What follows belongs to an exercise in optimizing a design on an open flow for small area; a production flow would make more cautious choices. At most, simulation tests tie the RTL to the original design; equivalence was not proved. Power figures rest on the tool's default switching activity, not on a simulated workload.

==> trial 84: inputs <==
Design valu_top, start of the top module:
module valu_top (
  input  logic                   clk,
  input  logic                   reset,
  input  logic                   in_valid,
  input  valu_op_pkg::vop_e      in_op,
  input  logic                   in_frac,
  input  logic                   in_half,
  input  logic [(4 * 16)-1:0] in_a,
  input  logic [(4 * 16)-1:0] in_b,
  output logic                   result_valid,
  output logic [(4 * 16)-1:0] result
);
  logic [63:0]     a0, b0;
  logic            frac0, half0;
  logic            is_mul, add_b, neg_b, use_acc, save;
  logic            mul0, add_b0, neg_b0, use_acc0, save0;
  logic [4*18-1:0] q_next, q1;
  logic [63:0]     r_next, r2;
  logic [63:0]     acc;
  logic            acc_set;
  logic            v0, v1, v2;
  logic            frac1, half1, acc1, save1;
  valu_decode valu_decode_i (.in_op, .is_mul, .add_b, .neg_b, .use_acc, .save);
  for (genvar l = 0; l < 4; l++) begin : g_lane
    valu_add valu_add_i (
      .a(a0[16*l +: 16]), .b(b0[16*l +: 16]), .half(half0), .frac(frac0),
      .is_mul(mul0), .add_b(add_b0), .neg_b(neg_b0), .q(q_next[18*l +: 18])
    );
    valu_round valu_round_i (
      .q(q1[18*l +: 18]), .acc(acc[16*l +: 16]), .use_acc(acc1 && acc_set), .half(half1),
      .frac(frac1),
      .r(r_next[16*l +: 16])
    );
  end
  always_ff @(posedge clk or posedge reset) begin
    if (reset) begin
      v0           <= 1'b0;
      v1           <= 1'b0;
      v2           <= 1'b0;
      result_valid <= 1'b0;
      acc_set      <= 1'b0;
    end else begin
      v0           <= in_valid;
      v1           <= v0;
      v2           <= v1;
      result_valid <= v2;
      if (v1 && save1) acc_set <= 1'b1;
    end
  end
  always_ff @(posedge clk) begin
    if (v1 && save1) acc <= r_next;
  end
  always_ff @(posedge clk) begin
  ...
==> module valu_top, before the edit <==
module valu_top (
  input  logic                   clk,
  input  logic                   reset,
  input  logic                   in_valid,
  input  valu_op_pkg::vop_e      in_op,
  input  logic                   in_frac,
  input  logic                   in_half,
  input  logic [(4 * 16)-1:0] in_a,
  input  logic [(4 * 16)-1:0] in_b,
  output logic                   result_valid,
  output logic [(4 * 16)-1:0] result
);
  logic [63:0]     a0, b0;
  logic            frac0, half0;
  logic            is_mul, add_b, neg_b, use_acc, save;
  logic            mul0, add_b0, neg_b0, use_acc0, save0;
  logic [4*18-1:0] q_next, q1;
  logic [63:0]     r_next, r2;
  logic [63:0]     acc;
  logic            acc_set;
  logic            v0, v1, v2;
  logic            frac1, half1, acc1, save1;
  valu_decode valu_decode_i (.in_op, .is_mul, .add_b, .neg_b, .use_acc, .save);
  for (genvar l = 0; l < 4; l++) begin : g_lane
    valu_add valu_add_i (
      .a(a0[16*l +: 16]), .b(b0[16*l +: 16]), .half(half0), .frac(frac0),
      .is_mul(mul0), .add_b(add_b0), .neg_b(neg_b0), .q(q_next[18*l +: 18])
    );
    valu_round valu_round_i (
      .q(q1[18*l +: 18]), .acc(acc[16*l +: 16]), .use_acc(acc1 && acc_set), .half(half1),
      .frac(frac1),
      .r(r_next[16*l +: 16])
    );
  end
  always_ff @(posedge clk or posedge reset) begin
    if (reset) begin
      v0           <= 1'b0;
      v1           <= 1'b0;
      v2           <= 1'b0;
      result_valid <= 1'b0;
      acc_set      <= 1'b0;
    end else begin
      v0           <= in_valid;
      v1           <= v0;
      v2           <= v1;
      result_valid <= v2;
      if (v1 && save1) acc_set <= 1'b1;
    end
  end
  always_ff @(posedge clk) begin
    if (v1 && save1) acc <= r_next;
  end
  always_ff @(posedge clk) begin
    a0     <= in_a;
    b0     <= in_b;
    mul0     <= is_mul;
    add_b0   <= add_b;
    neg_b0   <= neg_b;
    use_acc0 <= use_acc;
    save0    <= save;
    frac0  <= in_frac;
    half0  <= in_half;
    q1     <= q_next;
    frac1  <= frac0;
    half1  <= half0;
    acc1   <= use_acc0;
    save1  <= save0;
    r2     <= r_next;
    result <= r2;
  end
endmodule
export LEC_CHECK = 0
export ABC_AREA = 1
export CAP_MARGIN = 20
export CORE_MARGIN = 2
export CORE_UTILIZATION = 40
export SLEW_MARGIN = 20
export SYNTH_HIERARCHICAL = 1
create_clock -name core_clock -period 7.0 [get_ports {clk}]
standard.sh (not shown) runs the stock make flow with config.mk's settings and CLKGATE_MAP_FILE= SYNTH_SCRIPT=/design/flow/synth_recipe.tcl, a recipe that flattens the netlist after the stock synthesis.
==> flow/flow/run.sh <==
#!/bin/bash
# The standard layout with the standard synthesis unchanged, with two changes:
#  - the port buffers are plain buf_1 cells (buffer_ports otherwise picks a delay-buffer cell)
#  - clock tree synthesis adds no dummy loads at the clock tree leaves
# The make output (every tool's log is also kept under orfs/logs) goes to standard.log.
set -euo pipefail
bash standard.sh \
  BUFFER_PORTS_ARGS="-buffer_cell sky130_fd_sc_hd__buf_1" \
  CTS_ARGS="-sink_clustering_enable -repair_clock_nets -dont_use_dummy_load -sink_clustering_size 24 -sink_clustering_max_diameter 80" \
  finish > standard.log 2>&1
==> trial 7: changes against trial 84 <==
--- a/flow/design.v
+++ b/flow/design.v
@@ -870,5 +870,4 @@
   logic [63:0]     r_next, r2;
   logic [63:0]     acc;
-  logic            acc_set;
   logic            v0, v1, v2;
   logic            frac1, half1, acc1, save1;
@@ -880,6 +879,5 @@
     );
     valu_round valu_round_i (
-      .q(q1[18*l +: 18]), .acc(acc[16*l +: 16]), .use_acc(acc1 && acc_set), .half(half1),
-      .frac(frac1),
+      .q(q1[18*l +: 18]), .acc(acc[16*l +: 16]), .use_acc(acc1), .half(half1), .frac(frac1),
       .r(r_next[16*l +: 16])
     );
@@ -891,5 +889,5 @@
       v2           <= 1'b0;
       result_valid <= 1'b0;
-      acc_set      <= 1'b0;
+      acc          <= '0;
     end else begin
       v0           <= in_valid;
@@ -897,11 +895,8 @@
       v2           <= v1;
       result_valid <= v2;
-      if (v1 && save1) acc_set <= 1'b1;
+      if (v1 && save1) acc <= r_next;
     end
   end
   always_ff @(posedge clk) begin
-    if (v1 && save1) acc <= r_next;
-  end
-  always_ff @(posedge clk) begin
     a0     <= in_a;
     b0     <= in_b;
--- a/flow/flow/run.sh
+++ b/flow/flow/run.sh
@@ -7,4 +7,4 @@
 bash standard.sh \
   BUFFER_PORTS_ARGS="-buffer_cell sky130_fd_sc_hd__buf_1" \
-  CTS_ARGS="-sink_clustering_enable -repair_clock_nets -dont_use_dummy_load -sink_clustering_size 24 -sink_clustering_max_diameter 80" \
+  CTS_ARGS="-sink_clustering_enable -repair_clock_nets -dont_use_dummy_load" \
   finish > standard.log 2>&1
==> build 43: changes against trial 84 <==
--- a/flow/design.v
+++ b/flow/design.v
@@ -870,5 +870,4 @@
   logic [63:0]     r_next, r2;
   logic [63:0]     acc;
-  logic            acc_set;
   logic            v0, v1, v2;
   logic            frac1, half1, acc1, save1;
@@ -880,6 +879,5 @@
     );
     valu_round valu_round_i (
-      .q(q1[18*l +: 18]), .acc(acc[16*l +: 16]), .use_acc(acc1 && acc_set), .half(half1),
-      .frac(frac1),
+      .q(q1[18*l +: 18]), .acc(acc[16*l +: 16]), .use_acc(acc1), .half(half1), .frac(frac1),
       .r(r_next[16*l +: 16])
     );
@@ -891,5 +889,5 @@
       v2           <= 1'b0;
       result_valid <= 1'b0;
-      acc_set      <= 1'b0;
+      acc          <= '0;
     end else begin
       v0           <= in_valid;
@@ -897,11 +895,8 @@
       v2           <= v1;
       result_valid <= v2;
-      if (v1 && save1) acc_set <= 1'b1;
+      if (v1 && save1) acc <= r_next;
     end
   end
   always_ff @(posedge clk) begin
-    if (v1 && save1) acc <= r_next;
-  end
-  always_ff @(posedge clk) begin
     a0     <= in_a;
     b0     <= in_b;
--- a/flow/flow/run.sh
+++ b/flow/flow/run.sh
@@ -7,4 +7,4 @@
 bash standard.sh \
   BUFFER_PORTS_ARGS="-buffer_cell sky130_fd_sc_hd__buf_1" \
-  CTS_ARGS="-sink_clustering_enable -repair_clock_nets -dont_use_dummy_load -sink_clustering_size 24 -sink_clustering_max_diameter 80" \
+  CTS_ARGS="-sink_clustering_enable -repair_clock_nets -dont_use_dummy_load -sink_clustering_size 32 -sink_clustering_max_diameter 90" \
   finish > standard.log 2>&1
==> key figures <==
Outcome
  • Status: no timing/DRC/antenna violations

Synth
  • Simple-gate portion of the synthesized area: 0.150

Setup path
  • RR Startpoint: half0

STA
  • Slew @ Worst Pin: around 1.1 ns

Floorplan
  • Die height: ~330 um

Final layout
  • Non-Filler Instances: between 6k and 7k
The numbers above come from build 43.

==> key figures <==
Final layout
  • Multi-input gates: roughly 3.7k
  • Non-Filler Instances: about 6.5k

Outcome
  • Status: no timing/DRC/antenna violations

Detailed routing
  • Met2 WL: approximately 58000 um

Setup path
  • RR Startpoint: mul0

Synth
  • Simple-gate portion of the synthesized area: 0.150

STA
  • Slew @ Worst Pin: ~1.1 ns

Floorplan
  • Die height: ~330 um

Placed design
  • IO Port Bufs: 200
The numbers above come from trial 7.

==> key figures <==
Outcome
  • Status: no timing/DRC/antenna violations

Placed design
  • Placer congestion estimate: a little under 1

Synth
  • Complex-gate fraction of the synthesized area: 0.122
  • Simple-gate portion of the synthesized area: 0.134

Detailed routing
  • Routed len/inst: between 15 and 20 um

Final layout
  • Non-Filler Instances: about 6.3k

STA
  • Slew @ Worst Pin: around 1 ns

Pwr
  • Seq group: around 3700 uW

Setup path
  • RR Startpoint: add_b0
The numbers above come from trial 84.


---

==> job 9176 <==
valu_top, a different RTL version from the one above (not shown whole).
Design valu_top, start of the top module:
module valu_top (
  input  logic                   clk,
  input  logic                   reset,
  input  logic                   in_valid,
  input  valu_op_pkg::vop_e      in_op,
  input  logic                   in_frac,
  input  logic                   in_half,
  input  logic [(4 * 16)-1:0] in_a,
  input  logic [(4 * 16)-1:0] in_b,
  output logic                   result_valid,
  output logic [(4 * 16)-1:0] result
);
==> flow/config.mk <==
export PLATFORM = sky130hd
export DESIGN_NAME = valu_top
export DESIGN_NICKNAME = valu_top
export VERILOG_FILES = /design/flow/design.v
export SDC_FILE = /design/flow/constraint.sdc
export NUM_CORES = 4
export LEC_CHECK = 0
export ABC_AREA = 1
export CAP_MARGIN = 20
export CORE_MARGIN = 2
export CORE_UTILIZATION = 40
export SLEW_MARGIN = 20
export SYNTH_HIERARCHICAL = 1
==> flow/constraint.sdc <==
create_clock -name core_clock -period 7.0 [get_ports {clk}]
set_input_delay 1.4000 -clock core_clock [delete_from_list [all_inputs] [get_ports {clk}]]
set_output_delay 1.4000 -clock core_clock [all_outputs]
set_load 0.01 [all_outputs]
==> flow/flow/run.sh <==
#!/bin/bash
# The standard layout with the standard synthesis unchanged, with two changes:
#  - the port buffers are plain buf_1 cells (buffer_ports otherwise picks a delay-buffer cell)
#  - clock tree synthesis adds no dummy loads at the clock tree leaves
# The make output (every tool's log is also kept under orfs/logs) goes to standard.log.
set -euo pipefail
bash standard.sh \
  BUFFER_PORTS_ARGS="-buffer_cell sky130_fd_sc_hd__buf_1" \
  CTS_ARGS="-sink_clustering_enable -repair_clock_nets -dont_use_dummy_load" \
  finish > standard.log 2>&1
==> inputs of job 7336, as changes to job 9176 <==
--- a/flow/design.v
+++ b/flow/design.v
@@ -261,44 +261,44 @@
   wire n191 = ((a[12] & n174) | (a[11] & n175)) ^ n176;
   wire n192 = ((a[13] & n174) | (a[12] & n175)) ^ n176;
   wire n193 = ((a[14] & n174) | (a[13] & n175)) ^ n176;
   wire n194 = ((a[15] & n174) | (a[14] & n175)) ^ n176;
   wire n195 = ~(((a[15] & n174) | (a[15] & n175)) ^ n176);
-  wire n196 = add_b & b[0];
-  wire n197 = add_b & b[1];
-  wire n198 = add_b & b[2];
-  wire n199 = add_b & b[3];
-  wire n200 = add_b & b[4];
-  wire n201 = add_b & b[5];
-  wire n202 = add_b & b[6];
-  wire n203 = add_b & b[7];
-  wire n204 = add_b & (half ? b[7] : b[8]);
-  wire n205 = add_b & b[9];
-  wire n206 = add_b & b[10];
-  wire n207 = add_b & b[11];
-  wire n208 = add_b & b[12];
-  wire n209 = add_b & b[13];
-  wire n210 = add_b & b[14];
-  wire n211 = add_b & b[15];
-  wire n212 = add_b & (half ? b[8] : b[15]);
-  wire n213 = add_b & b[9];
-  wire n214 = add_b & b[10];
-  wire n215 = add_b & b[11];
-  wire n216 = add_b & b[12];
-  wire n217 = add_b & b[13];
-  wire n218 = add_b & b[14];
-  wire n219 = add_b & b[15];
-  wire n220 = add_b & b[15];
+  wire n196 = add_b & (b[0] ^ neg_b);
+  wire n197 = add_b & (b[1] ^ neg_b);
+  wire n198 = add_b & (b[2] ^ neg_b);
+  wire n199 = add_b & (b[3] ^ neg_b);
+  wire n200 = add_b & (b[4] ^ neg_b);
+  wire n201 = add_b & (b[5] ^ neg_b);
+  wire n202 = add_b & (b[6] ^ neg_b);
+  wire n203 = add_b & (b[7] ^ neg_b);
+  wire n204 = add_b & ((half ? b[7] : b[8]) ^ neg_b);
+  wire n205 = add_b & (b[9] ^ neg_b);
+  wire n206 = add_b & (b[10] ^ neg_b);
+  wire n207 = add_b & (b[11] ^ neg_b);
+  wire n208 = add_b & (b[12] ^ neg_b);
+  wire n209 = add_b & (b[13] ^ neg_b);
+  wire n210 = add_b & (b[14] ^ neg_b);
+  wire n211 = add_b & (b[15] ^ neg_b);
+  wire n212 = add_b & ((half ? b[8] : b[15]) ^ neg_b);
+  wire n213 = add_b & (b[9] ^ neg_b);
+  wire n214 = add_b & (b[10] ^ neg_b);
+  wire n215 = add_b & (b[11] ^ neg_b);
+  wire n216 = add_b & (b[12] ^ neg_b);
+  wire n217 = add_b & (b[13] ^ neg_b);
+  wire n218 = add_b & (b[14] ^ neg_b);
+  wire n219 = add_b & (b[15] ^ neg_b);
+  wire n220 = add_b & (b[15] ^ neg_b);
   wire n221 = neg_b & half;
   wire n222, n223;
   valu_fa fa_n222 (.x(neg_b), .y(n22), .z(n196), .s(n222), .c(n223));
   wire n224, n225;
   valu_fa fa_n224 (.x(n197), .y(n26), .z(n223), .s(n224), .c(n225));
   wire n226, n227;
   valu_fa fa_n226 (.x(n44), .y(n198), .z(n27), .s(n226), .c(n227));
   wire n228, n229;
-  valu_fa fa_n228 (.x(n47), .y(n225), .z(n226), .s(n228), .c(n229));
+  valu_fa fa_n228 (.x(n47), .y(n226), .z(n225), .s(n228), .c(n229));
   wire n230, n231;
   valu_fa fa_n230 (.x(n199), .y(n28), .z(n48), .s(n230), .c(n231));
   wire n232, n233;
   valu_fa fa_n232 (.x(n227), .y(n230), .z(n229), .s(n232), .c(n233));
   wire n234, n235;
@@ -340,15 +340,15 @@
   wire n270, n271;
   valu_fa fa_n270 (.x(n257), .y(n268), .z(n259), .s(n270), .c(n271));
   wire n272, n273;
   valu_fa fa_n272 (.x(half), .y(n205), .z(n54), .s(n272), .c(n273));
   wire n274, n275;
-  valu_fa fa_n274 (.x(n74), .y(n94), .z(n263), .s(n274), .c(n275));
+  valu_fa fa_n274 (.x(n74), .y(n94), .z(n34), .s(n274), .c(n275));
   wire n276, n277;
-  valu_fa fa_n276 (.x(n34), .y(n114), .z(n265), .s(n276), .c(n277));
+  valu_fa fa_n276 (.x(n114), .y(n263), .z(n265), .s(n276), .c(n277));
   wire n278, n279;
-  valu_fa fa_n278 (.x(n267), .y(n272), .z(n274), .s(n278), .c(n279));
+  valu_fa fa_n278 (.x(n272), .y(n274), .z(n267), .s(n278), .c(n279));
   wire n280, n281;
   valu_fa fa_n280 (.x(n276), .y(n269), .z(n278), .s(n280), .c(n281));
   wire n282, n283;
   valu_fa fa_n282 (.x(n133), .y(n206), .z(n75), .s(n282), .c(n283));
   wire n284, n285;
@@ -356,13 +356,13 @@
   wire n286, n287;
   valu_fa fa_n286 (.x(n115), .y(n135), .z(n273), .s(n286), .c(n287));
   wire n288, n289;
   valu_fa fa_n288 (.x(n275), .y(n282), .z(n284), .s(n288), .c(n289));
   wire n290, n291;
-  valu_fa fa_n290 (.x(n277), .y(n279), .z(n286), .s(n290), .c(n291));
+  valu_fa fa_n290 (.x(n277), .y(n286), .z(n279), .s(n290), .c(n291));
   wire n292, n293;
-  valu_fa fa_n292 (.x(n288), .y(n281), .z(n290), .s(n292), .c(n293));
+  valu_fa fa_n292 (.x(n288), .y(n290), .z(n281), .s(n292), .c(n293));
   wire n294, n295;
   valu_fa fa_n294 (.x(half), .y(n207), .z(n76), .s(n294), .c(n295));
   wire n296, n297;
   valu_fa fa_n296 (.x(n96), .y(n36), .z(n56), .s(n296), .c(n297));
   wire n298, n299;
@@ -897,11 +897,11 @@
       if (v1 && save1) acc <= r_next;
     end
   end
   always_ff @(posedge clk) begin
     a0     <= in_a;
-    b0     <= in_b ^ {64{neg_b}};
+    b0     <= in_b;
     mul0     <= is_mul;
     add_b0   <= add_b;
     neg_b0   <= neg_b;
     use_acc0 <= use_acc;
     save0    <= save;
- CORE_UTILIZATION: 40 -> 55
==> inputs of job 4773, as changes to job 9176 <==
--- a/flow/design.v
+++ b/flow/design.v
@@ -261,44 +261,44 @@
   wire n191 = ((a[12] & n174) | (a[11] & n175)) ^ n176;
   wire n192 = ((a[13] & n174) | (a[12] & n175)) ^ n176;
   wire n193 = ((a[14] & n174) | (a[13] & n175)) ^ n176;
   wire n194 = ((a[15] & n174) | (a[14] & n175)) ^ n176;
   wire n195 = ~(((a[15] & n174) | (a[15] & n175)) ^ n176);
-  wire n196 = add_b & b[0];
-  wire n197 = add_b & b[1];
-  wire n198 = add_b & b[2];
-  wire n199 = add_b & b[3];
-  wire n200 = add_b & b[4];
-  wire n201 = add_b & b[5];
-  wire n202 = add_b & b[6];
-  wire n203 = add_b & b[7];
-  wire n204 = add_b & (half ? b[7] : b[8]);
-  wire n205 = add_b & b[9];
-  wire n206 = add_b & b[10];
-  wire n207 = add_b & b[11];
-  wire n208 = add_b & b[12];
-  wire n209 = add_b & b[13];
-  wire n210 = add_b & b[14];
-  wire n211 = add_b & b[15];
-  wire n212 = add_b & (half ? b[8] : b[15]);
-  wire n213 = add_b & b[9];
-  wire n214 = add_b & b[10];
-  wire n215 = add_b & b[11];
-  wire n216 = add_b & b[12];
-  wire n217 = add_b & b[13];
-  wire n218 = add_b & b[14];
-  wire n219 = add_b & b[15];
-  wire n220 = add_b & b[15];
+  wire n196 = add_b & (b[0] ^ neg_b);
+  wire n197 = add_b & (b[1] ^ neg_b);
+  wire n198 = add_b & (b[2] ^ neg_b);
+  wire n199 = add_b & (b[3] ^ neg_b);
+  wire n200 = add_b & (b[4] ^ neg_b);
+  wire n201 = add_b & (b[5] ^ neg_b);
+  wire n202 = add_b & (b[6] ^ neg_b);
+  wire n203 = add_b & (b[7] ^ neg_b);
+  wire n204 = add_b & ((half ? b[7] : b[8]) ^ neg_b);
+  wire n205 = add_b & (b[9] ^ neg_b);
+  wire n206 = add_b & (b[10] ^ neg_b);
+  wire n207 = add_b & (b[11] ^ neg_b);
+  wire n208 = add_b & (b[12] ^ neg_b);
+  wire n209 = add_b & (b[13] ^ neg_b);
+  wire n210 = add_b & (b[14] ^ neg_b);
+  wire n211 = add_b & (b[15] ^ neg_b);
+  wire n212 = add_b & ((half ? b[8] : b[15]) ^ neg_b);
+  wire n213 = add_b & (b[9] ^ neg_b);
+  wire n214 = add_b & (b[10] ^ neg_b);
+  wire n215 = add_b & (b[11] ^ neg_b);
+  wire n216 = add_b & (b[12] ^ neg_b);
+  wire n217 = add_b & (b[13] ^ neg_b);
+  wire n218 = add_b & (b[14] ^ neg_b);
+  wire n219 = add_b & (b[15] ^ neg_b);
+  wire n220 = add_b & (b[15] ^ neg_b);
   wire n221 = neg_b & half;
   wire n222, n223;
   valu_fa fa_n222 (.x(neg_b), .y(n22), .z(n196), .s(n222), .c(n223));
   wire n224, n225;
   valu_fa fa_n224 (.x(n197), .y(n26), .z(n223), .s(n224), .c(n225));
   wire n226, n227;
   valu_fa fa_n226 (.x(n44), .y(n198), .z(n27), .s(n226), .c(n227));
   wire n228, n229;
-  valu_fa fa_n228 (.x(n47), .y(n225), .z(n226), .s(n228), .c(n229));
+  valu_fa fa_n228 (.x(n47), .y(n226), .z(n225), .s(n228), .c(n229));
   wire n230, n231;
   valu_fa fa_n230 (.x(n199), .y(n28), .z(n48), .s(n230), .c(n231));
   wire n232, n233;
   valu_fa fa_n232 (.x(n227), .y(n230), .z(n229), .s(n232), .c(n233));
   wire n234, n235;
@@ -340,15 +340,15 @@
   wire n270, n271;
   valu_fa fa_n270 (.x(n257), .y(n268), .z(n259), .s(n270), .c(n271));
   wire n272, n273;
   valu_fa fa_n272 (.x(half), .y(n205), .z(n54), .s(n272), .c(n273));
   wire n274, n275;
-  valu_fa fa_n274 (.x(n74), .y(n94), .z(n263), .s(n274), .c(n275));
+  valu_fa fa_n274 (.x(n74), .y(n94), .z(n34), .s(n274), .c(n275));
   wire n276, n277;
-  valu_fa fa_n276 (.x(n34), .y(n114), .z(n265), .s(n276), .c(n277));
+  valu_fa fa_n276 (.x(n114), .y(n263), .z(n265), .s(n276), .c(n277));
   wire n278, n279;
-  valu_fa fa_n278 (.x(n267), .y(n272), .z(n274), .s(n278), .c(n279));
+  valu_fa fa_n278 (.x(n272), .y(n274), .z(n267), .s(n278), .c(n279));
   wire n280, n281;
   valu_fa fa_n280 (.x(n276), .y(n269), .z(n278), .s(n280), .c(n281));
   wire n282, n283;
   valu_fa fa_n282 (.x(n133), .y(n206), .z(n75), .s(n282), .c(n283));
   wire n284, n285;
@@ -356,13 +356,13 @@
   wire n286, n287;
   valu_fa fa_n286 (.x(n115), .y(n135), .z(n273), .s(n286), .c(n287));
   wire n288, n289;
   valu_fa fa_n288 (.x(n275), .y(n282), .z(n284), .s(n288), .c(n289));
   wire n290, n291;
-  valu_fa fa_n290 (.x(n277), .y(n279), .z(n286), .s(n290), .c(n291));
+  valu_fa fa_n290 (.x(n277), .y(n286), .z(n279), .s(n290), .c(n291));
   wire n292, n293;
-  valu_fa fa_n292 (.x(n288), .y(n281), .z(n290), .s(n292), .c(n293));
+  valu_fa fa_n292 (.x(n288), .y(n290), .z(n281), .s(n292), .c(n293));
   wire n294, n295;
   valu_fa fa_n294 (.x(half), .y(n207), .z(n76), .s(n294), .c(n295));
   wire n296, n297;
   valu_fa fa_n296 (.x(n96), .y(n36), .z(n56), .s(n296), .c(n297));
   wire n298, n299;
@@ -897,11 +897,11 @@
       if (v1 && save1) acc <= r_next;
     end
   end
   always_ff @(posedge clk) begin
     a0     <= in_a;
-    b0     <= in_b ^ {64{neg_b}};
+    b0     <= in_b;
     mul0     <= is_mul;
     add_b0   <= add_b;
     neg_b0   <= neg_b;
     use_acc0 <= use_acc;
     save0    <= save;
==> flow/run.sh (new file) <==
#!/bin/bash
# synth_recipe.tcl (not shown) runs the flow's synth.tcl, then flattens the netlist and writes it again
# the make line also repeats each setting of config.mk as NAME=value (left out here)
make -C /OpenROAD-flow-scripts/flow DESIGN_CONFIG=/design/flow/config.mk WORK_HOME=/design/flow/orfs CLKGATE_MAP_FILE= SYNTH_SCRIPT=/design/flow/synth_recipe.tcl finish
removed: flow/flow/run.sh
removed: flow/standard.sh
==> inputs of job 785, as changes to job 9176 <==
--- a/flow/design.v
+++ b/flow/design.v
@@ -261,44 +261,44 @@
   wire n191 = ((a[12] & n174) | (a[11] & n175)) ^ n176;
   wire n192 = ((a[13] & n174) | (a[12] & n175)) ^ n176;
   wire n193 = ((a[14] & n174) | (a[13] & n175)) ^ n176;
   wire n194 = ((a[15] & n174) | (a[14] & n175)) ^ n176;
   wire n195 = ~(((a[15] & n174) | (a[15] & n175)) ^ n176);
-  wire n196 = add_b & b[0];
-  wire n197 = add_b & b[1];
-  wire n198 = add_b & b[2];
-  wire n199 = add_b & b[3];
-  wire n200 = add_b & b[4];
-  wire n201 = add_b & b[5];
-  wire n202 = add_b & b[6];
-  wire n203 = add_b & b[7];
-  wire n204 = add_b & (half ? b[7] : b[8]);
-  wire n205 = add_b & b[9];
-  wire n206 = add_b & b[10];
-  wire n207 = add_b & b[11];
-  wire n208 = add_b & b[12];
-  wire n209 = add_b & b[13];
-  wire n210 = add_b & b[14];
-  wire n211 = add_b & b[15];
-  wire n212 = add_b & (half ? b[8] : b[15]);
-  wire n213 = add_b & b[9];
-  wire n214 = add_b & b[10];
-  wire n215 = add_b & b[11];
-  wire n216 = add_b & b[12];
-  wire n217 = add_b & b[13];
-  wire n218 = add_b & b[14];
-  wire n219 = add_b & b[15];
-  wire n220 = add_b & b[15];
+  wire n196 = add_b & (b[0] ^ neg_b);
+  wire n197 = add_b & (b[1] ^ neg_b);
+  wire n198 = add_b & (b[2] ^ neg_b);
+  wire n199 = add_b & (b[3] ^ neg_b);
+  wire n200 = add_b & (b[4] ^ neg_b);
+  wire n201 = add_b & (b[5] ^ neg_b);
+  wire n202 = add_b & (b[6] ^ neg_b);
+  wire n203 = add_b & (b[7] ^ neg_b);
+  wire n204 = add_b & ((half ? b[7] : b[8]) ^ neg_b);
+  wire n205 = add_b & (b[9] ^ neg_b);
+  wire n206 = add_b & (b[10] ^ neg_b);
+  wire n207 = add_b & (b[11] ^ neg_b);
+  wire n208 = add_b & (b[12] ^ neg_b);
+  wire n209 = add_b & (b[13] ^ neg_b);
+  wire n210 = add_b & (b[14] ^ neg_b);
+  wire n211 = add_b & (b[15] ^ neg_b);
+  wire n212 = add_b & ((half ? b[8] : b[15]) ^ neg_b);
+  wire n213 = add_b & (b[9] ^ neg_b);
+  wire n214 = add_b & (b[10] ^ neg_b);
+  wire n215 = add_b & (b[11] ^ neg_b);
+  wire n216 = add_b & (b[12] ^ neg_b);
+  wire n217 = add_b & (b[13] ^ neg_b);
+  wire n218 = add_b & (b[14] ^ neg_b);
+  wire n219 = add_b & (b[15] ^ neg_b);
+  wire n220 = add_b & (b[15] ^ neg_b);
   wire n221 = neg_b & half;
   wire n222, n223;
   valu_fa fa_n222 (.x(neg_b), .y(n22), .z(n196), .s(n222), .c(n223));
   wire n224, n225;
   valu_fa fa_n224 (.x(n197), .y(n26), .z(n223), .s(n224), .c(n225));
   wire n226, n227;
   valu_fa fa_n226 (.x(n44), .y(n198), .z(n27), .s(n226), .c(n227));
   wire n228, n229;
-  valu_fa fa_n228 (.x(n47), .y(n225), .z(n226), .s(n228), .c(n229));
+  valu_fa fa_n228 (.x(n47), .y(n226), .z(n225), .s(n228), .c(n229));
   wire n230, n231;
   valu_fa fa_n230 (.x(n199), .y(n28), .z(n48), .s(n230), .c(n231));
   wire n232, n233;
   valu_fa fa_n232 (.x(n227), .y(n230), .z(n229), .s(n232), .c(n233));
   wire n234, n235;
@@ -340,15 +340,15 @@
   wire n270, n271;
   valu_fa fa_n270 (.x(n257), .y(n268), .z(n259), .s(n270), .c(n271));
   wire n272, n273;
   valu_fa fa_n272 (.x(half), .y(n205), .z(n54), .s(n272), .c(n273));
   wire n274, n275;
-  valu_fa fa_n274 (.x(n74), .y(n94), .z(n263), .s(n274), .c(n275));
+  valu_fa fa_n274 (.x(n74), .y(n94), .z(n34), .s(n274), .c(n275));
   wire n276, n277;
-  valu_fa fa_n276 (.x(n34), .y(n114), .z(n265), .s(n276), .c(n277));
+  valu_fa fa_n276 (.x(n114), .y(n263), .z(n265), .s(n276), .c(n277));
   wire n278, n279;
-  valu_fa fa_n278 (.x(n267), .y(n272), .z(n274), .s(n278), .c(n279));
+  valu_fa fa_n278 (.x(n272), .y(n274), .z(n267), .s(n278), .c(n279));
   wire n280, n281;
   valu_fa fa_n280 (.x(n276), .y(n269), .z(n278), .s(n280), .c(n281));
   wire n282, n283;
   valu_fa fa_n282 (.x(n133), .y(n206), .z(n75), .s(n282), .c(n283));
   wire n284, n285;
@@ -356,13 +356,13 @@
   wire n286, n287;
   valu_fa fa_n286 (.x(n115), .y(n135), .z(n273), .s(n286), .c(n287));
   wire n288, n289;
   valu_fa fa_n288 (.x(n275), .y(n282), .z(n284), .s(n288), .c(n289));
   wire n290, n291;
-  valu_fa fa_n290 (.x(n277), .y(n279), .z(n286), .s(n290), .c(n291));
+  valu_fa fa_n290 (.x(n277), .y(n286), .z(n279), .s(n290), .c(n291));
   wire n292, n293;
-  valu_fa fa_n292 (.x(n288), .y(n281), .z(n290), .s(n292), .c(n293));
+  valu_fa fa_n292 (.x(n288), .y(n290), .z(n281), .s(n292), .c(n293));
   wire n294, n295;
   valu_fa fa_n294 (.x(half), .y(n207), .z(n76), .s(n294), .c(n295));
   wire n296, n297;
   valu_fa fa_n296 (.x(n96), .y(n36), .z(n56), .s(n296), .c(n297));
   wire n298, n299;
@@ -897,11 +897,11 @@
       if (v1 && save1) acc <= r_next;
     end
   end
   always_ff @(posedge clk) begin
     a0     <= in_a;
-    b0     <= in_b ^ {64{neg_b}};
+    b0     <= in_b;
     mul0     <= is_mul;
     add_b0   <= add_b;
     neg_b0   <= neg_b;
     use_acc0 <= use_acc;
     save0    <= save;
--- a/flow/flow/run.sh
+++ b/flow/flow/run.sh
@@ -4,7 +4,7 @@
 #  - clock tree synthesis adds no dummy loads at the clock tree leaves
 # The make output (every tool's log is also kept under orfs/logs) goes to standard.log.
 set -euo pipefail
 bash standard.sh \
   BUFFER_PORTS_ARGS="-buffer_cell sky130_fd_sc_hd__buf_1" \
-  CTS_ARGS="-sink_clustering_enable -repair_clock_nets -dont_use_dummy_load" \
+  CTS_ARGS="-sink_clustering_enable -repair_clock_nets -dont_use_dummy_load -sink_clustering_size 28 -sink_clustering_max_diameter 110" \
   finish > standard.log 2>&1
==> summary.txt <==
ratio of cells with drive above 1 in the final layout=7.55%; Post-Layout Inst Area=46600 µm²; Synth Area in Compound Gates=10.3%; sequential cell area share=18.2%; post-layout minimum cycle time=6.63 ns; highest metal layer with signal wires=met5; clk tree area frac=2.58%; Max Freq=0.151 GHz; CTS clk-pin slew, worst paths=0.06 ns; number of vias in the routed layout=35400; launch instance of the worst register-to-register path=b0[7]; share of synthesized cell area in full adder, half adder and majority cells=32.3%; count of buffer and inverter cells on the critical path=3; aggregate global-route resource usage=23.6%; starting utilization of the core area=40.4%; reported net switching power=10.5 mW; status=finished clean
That was job 9176.
==> summary.txt <==
highest metal layer with signal wires=met4; Post-Layout Inst Area=45700 µm²; share of synthesized cell area in full adder, half adder and majority cells=32.6%; sequential cell area share=18.6%; Max Freq=0.154 GHz; Synth Area in Compound Gates=12.0%; number of vias in the routed layout=34800; ratio of cells with drive above 1 in the final layout=8.02%; launch instance of the worst register-to-register path=half0; post-layout minimum cycle time=6.51 ns; status=finished clean; aggregate global-route resource usage=23.3%; reported net switching power=9.68 mW; clk tree area frac=1.31%; count of buffer and inverter cells on the critical path=2; starting utilization of the core area=40.2%
That was job 785.
==> summary.txt <==
post-layout minimum cycle time=6.53 ns; count of buffer and inverter cells on the critical path=3; ratio of cells with drive above 1 in the final layout=9.60%; reported net switching power=10.0 mW; clk tree area frac=3.67%; status=finished clean; CTS clk-pin slew, worst paths=0.08 ns; launch instance of the worst register-to-register path=half0; starting utilization of the core area=40.2%; number of vias in the routed layout=35100; Synth Area in Compound Gates=12.0%; sequential cell area share=17.6%
That was job 4773.
==> summary.txt <==
aggregate global-route resource usage=32.0%; Synth Area in Compound Gates=12.0%; Max Freq=0.151 GHz; number of vias in the routed layout=34900; launch instance of the worst register-to-register path=mul0; post-layout minimum cycle time=6.60 ns; sequential cell area share=18.6%; count of buffer and inverter cells on the critical path=3; Post-Layout Inst Area=45800 µm²; starting utilization of the core area=55.5%; share of synthesized cell area in full adder, half adder and majority cells=32.6%; reported net switching power=9.81 mW; status=finished clean; CTS clk-pin slew, worst paths=0.06 ns; clk tree area frac=2.63%
That was job 7336.
Only the layout flow was run in job 9176; the RTL was not checked for function there.

==> static timing again, ports no longer ideal <==
The flow's constraints put no driver on any port. The routed layouts listed below were extracted and timed again, unchanged, in two steps. Step 1 sets driving cells, clkbuf_16 on the clock port and buf_2 on the other inputs (assumed; they add their load-dependent delay and slew). Step 2 also shifts input and output timing later by t, the mid clock arrival at the registers, as if the neighbouring blocks saw the same clock. a / b / c = no drivers / after step 1 / after step 2; a / b = the first two.
run	t, ns	slack for setup (ns)	worst setup path at the end	worst data-port slew with drivers (ns)
trial 84	0.654	0.439 / 0.439 / 0.439	register to register	0.07
trial 7	0.677	0.476 / 0.476 / 0.476	register to register	0.05
build 43	0.700	0.481 / 0.481 / 0.481	register to register	0.05
job 9176	0.671	0.368 / 0.368 / 0.368	register to register	0.16
job 7336	0.661	0.399 / 0.399 / 0.399	register to register	0.08
job 4773	0.706	0.472 / 0.472 / 0.472	register to register	0.08
job 785	0.666	0.489 / 0.489 / 0.489	register to register	0.05
After both steps every run listed still meets setup and hold.
